This is an optimization exercise on Yosys and OpenROAD, whose aim is small area, a short achievable clock period and few clock cycles per item, not a production implementation. Function was checked by simulation only, so behaviour that the tests miss may differ from the original.

Design swept_box_collision_response_unit, start of the top module:
module swept_box_collision_response_unit (
    input  wire         clk,
    input  wire         rst_n,
    input  wire         psel,
    input  wire         penable,
    input  wire         pwrite,
    input  wire  [2:0]  paddr,
    input  wire  [31:0] pwdata,
    output logic [31:0] prdata,
    output logic        pready,
    input  wire         in_valid,
    output logic        in_ready,
    input  wire  signed [23:0] own_left,
    input  wire  signed [23:0] own_top,
    input  wire  [22:0] own_width,
    input  wire  [22:0] own_height,
    input  wire  signed [23:0] own_speed_x,
    input  wire  signed [23:0] own_speed_y,
    input  wire  signed [23:0] other_left,
    input  wire  signed [23:0] other_top,
    input  wire  [22:0] other_width,
    input  wire  [22:0] other_height,
    input  wire  signed [23:0] other_speed_x,
    input  wire  signed [23:0] other_speed_y,
    output logic        out_valid,
    input  wire         out_ready,
    output logic signed [23:0] new_left,
    output logic signed [23:0] new_top,
    output logic        overlapped,
    output logic [3:0]  contact_flags
);
    logic [23:0] tick_reg;
    assign pready = 1'b1;
    always_ff @(posedge clk or negedge rst_n)
    begin
        if (!rst_n)
            tick_reg <= 24'd65536;
        else if (psel && penable && pwrite && !paddr[2])
            tick_reg <= pwdata[23:0];
    end
    assign prdata = paddr[2] ? 32'd0 : {8'd0, tick_reg};
    logic en;        
    logic sk_v;      
  ...
==> flow/config.mk <==
export PLATFORM = sky130hd
export DESIGN_NAME = swept_box_collision_response_unit
export DESIGN_NICKNAME = swept_box_collision_response_unit
export VERILOG_FILES = /design/flow/design.v
export SDC_FILE = /design/flow/constraint.sdc
export NUM_CORES = 4
export LEC_CHECK = 0
export CAP_MARGIN = 20
export CORE_MARGIN = 2
export CORE_UTILIZATION = 70
export CTS_BUF_LIST = sky130_fd_sc_hd__clkbuf_8
export CTS_CLUSTER_DIAMETER = 80
export CTS_CLUSTER_SIZE = 14
export SLEW_MARGIN = 20
==> flow/constraint.sdc <==
create_clock -name core_clock -period 10.0 [get_ports {clk}]
set_input_delay 2.0000 -clock core_clock [delete_from_list [all_inputs] [get_ports {clk}]]
set_output_delay 2.0000 -clock core_clock [all_outputs]
set_load 0.01 [all_outputs]
standard.sh (not shown) runs the stock make flow with config.mk's settings and CLKGATE_MAP_FILE= SYNTH_SCRIPT=/design/flow/synth_recipe.tcl, a recipe that flattens the netlist after the stock synthesis.
==> flow/flow/run.sh <==
#!/bin/bash
# Standard layout (the standard.sh: standard synthesis, ORFS flow, same
# config) with these ORFS settings added on make's command line:
#   SETUP_SLACK_MARGIN (flow/margin.txt): the slack, at the design's clock
#     period, that ORFS's repair_timing aims for;
#   flow/extra.txt: further make variables (sizing freedom, port buffer cell).
# All of make's output goes to standard_margin.log; ORFS keeps each step's
# own log under orfs/logs.
set -euo pipefail
MARGIN=$(cat flow/margin.txt)
EXTRA=$(cat flow/extra.txt)
sed -e "s|CLKGATE_MAP_FILE= |CLKGATE_MAP_FILE= SETUP_SLACK_MARGIN=${MARGIN} ${EXTRA} |" standard.sh > standard_margin.sh
bash standard_margin.sh > standard_margin.log 2>&1
==> flow/flow/extra.txt <==
'BUFFER_PORTS_ARGS=-buffer_cell sky130_fd_sc_hd__buf_4'
==> flow/flow/margin.txt <==
5.4
The starting point went through all stages and came out clean.
Testbench counts at the start, summed over its fixed seeds: cycles 9,728, items 9,600.
Edit:
==> flow/flow/margin.txt (replaced) <==
5.5
CORE_UTILIZATION = 60   (was 70)
Setup slack gains 220 ps.
Wire length goes up by 1.9%.
Final cell count goes up by 3.7%.
Critical path depth goes up by 3.
Global-route usage goes down by 4.2 points.

========
Setup of run 1:
Starting RTL as in the previous note.
export LEC_CHECK = 0
export CAP_MARGIN = 20
export CORE_MARGIN = 2
export CORE_UTILIZATION = 60
export CTS_BUF_LIST = sky130_fd_sc_hd__clkbuf_8
export SLEW_MARGIN = 20
create_clock -name core_clock -period 10.0 [get_ports {clk}]
==> flow/flow/margin.txt <==
5.4
Scripts as last shown in full above: flow/flow/run.sh, flow/flow/extra.txt
Testbench counts of run 1, summed over its fixed seeds: cycles 9,728, items 9,600.
Relative to run 1, the following input files were edited for run 2:
==> flow/flow/margin.txt <==
5.75
-- flow/config.mk --
<<< run 1, line 12
>>> run 2, line 12
export CTS_CLUSTER_DIAMETER = 80
export CTS_CLUSTER_SIZE = 14
==> run summary <==
Changes observed in run 2 relative to run 1: relative area change from synthesis to final layout grew by 1.3 points; share of the cycle needed by the critical path after routing held steady. Number of H-tree levels: run 2 lower than run 1.
The following lists how run 3 was set up differently from run 2:
==> flow/flow/margin.txt <==
5.4
## What came out
Compared with run 2, run 3 shows a per-cell via count in the routed design that is 0.40% lower.
When run 3 is measured against run 2, its final core utilization turns out 2.0 points lower.
Run 3 did not stop at any stage, and its layout met the timing, DRC and antenna checks.
As far as clock period minus worst slack is concerned, run 3 and run 2 perform about the same.
On register cell area after layout, run 2 and run 3 are neck and neck.
Run comparison: run 3 endpoint of the worst setup timing path ry[1][13]; run 2 endpoint of the worst setup timing path qbx[1][0]
Modified inputs, run 4 compared to run 3
==> flow/flow/margin.txt <==
5.6
==> run summary <==
Compared with run 3, run 4 shows a total routed wire length on the met1 layer that is about 1.2% higher.
Fraction of standard cell area in multi-input logic: run 4 vs run 3 down 0.29 points
What run 5 does differently from run 4 at the input level:
==> flow/flow/margin.txt <==
5.3
Notes after the runs:
Going from run 4 to run 5, area used by multi-input combinational logic lower; number of multi-input logic gates has remained practically unchanged; wire length saw a decrease. Relative to run 4, period utilization has increased by 1.4 points in run 5. As of run 5, number of filler instances in the final layout had risen slightly compared to run 4.

separate check: timing with driven ports:
How much do the figures lean on ideal ports? The routed layouts below were timed once more, with nothing changed but the port constraints. Step 1 assumes that a clkbuf_16 drives the clock port and a buf_2 every other input. Step 2 times the ports against the registers' clock, not the clock port: input delays grow and output delays shrink by t, the midpoint of the rising clock arrivals with the driver on. Slacks: no drivers / after step 1 / after step 2; pairs: no drivers / after step 1.
run	shift t [ns]	slack for setup (ns)	pins driven straight from the clock port
the first run of note 1	1.264	5.256 / 5.256 / 4.212	1
the second run of note 1	1.266	5.481 / 5.481 / 4.314	1
run 1	1.252	5.434 / 5.434 / 4.278	1
run 2	1.272	5.430 / 5.394 / 4.378	1
run 3	1.268	5.429 / 5.429 / 4.246	1
run 4	1.268	5.474 / 5.474 / 4.353	1
run 5	1.264	5.338 / 5.338 / 4.174	1
After both steps every run listed still meets setup and hold. The setup slack of run 3, which loses most, moves by 0.000 ns with the drivers and by -1.183 ns with both steps.
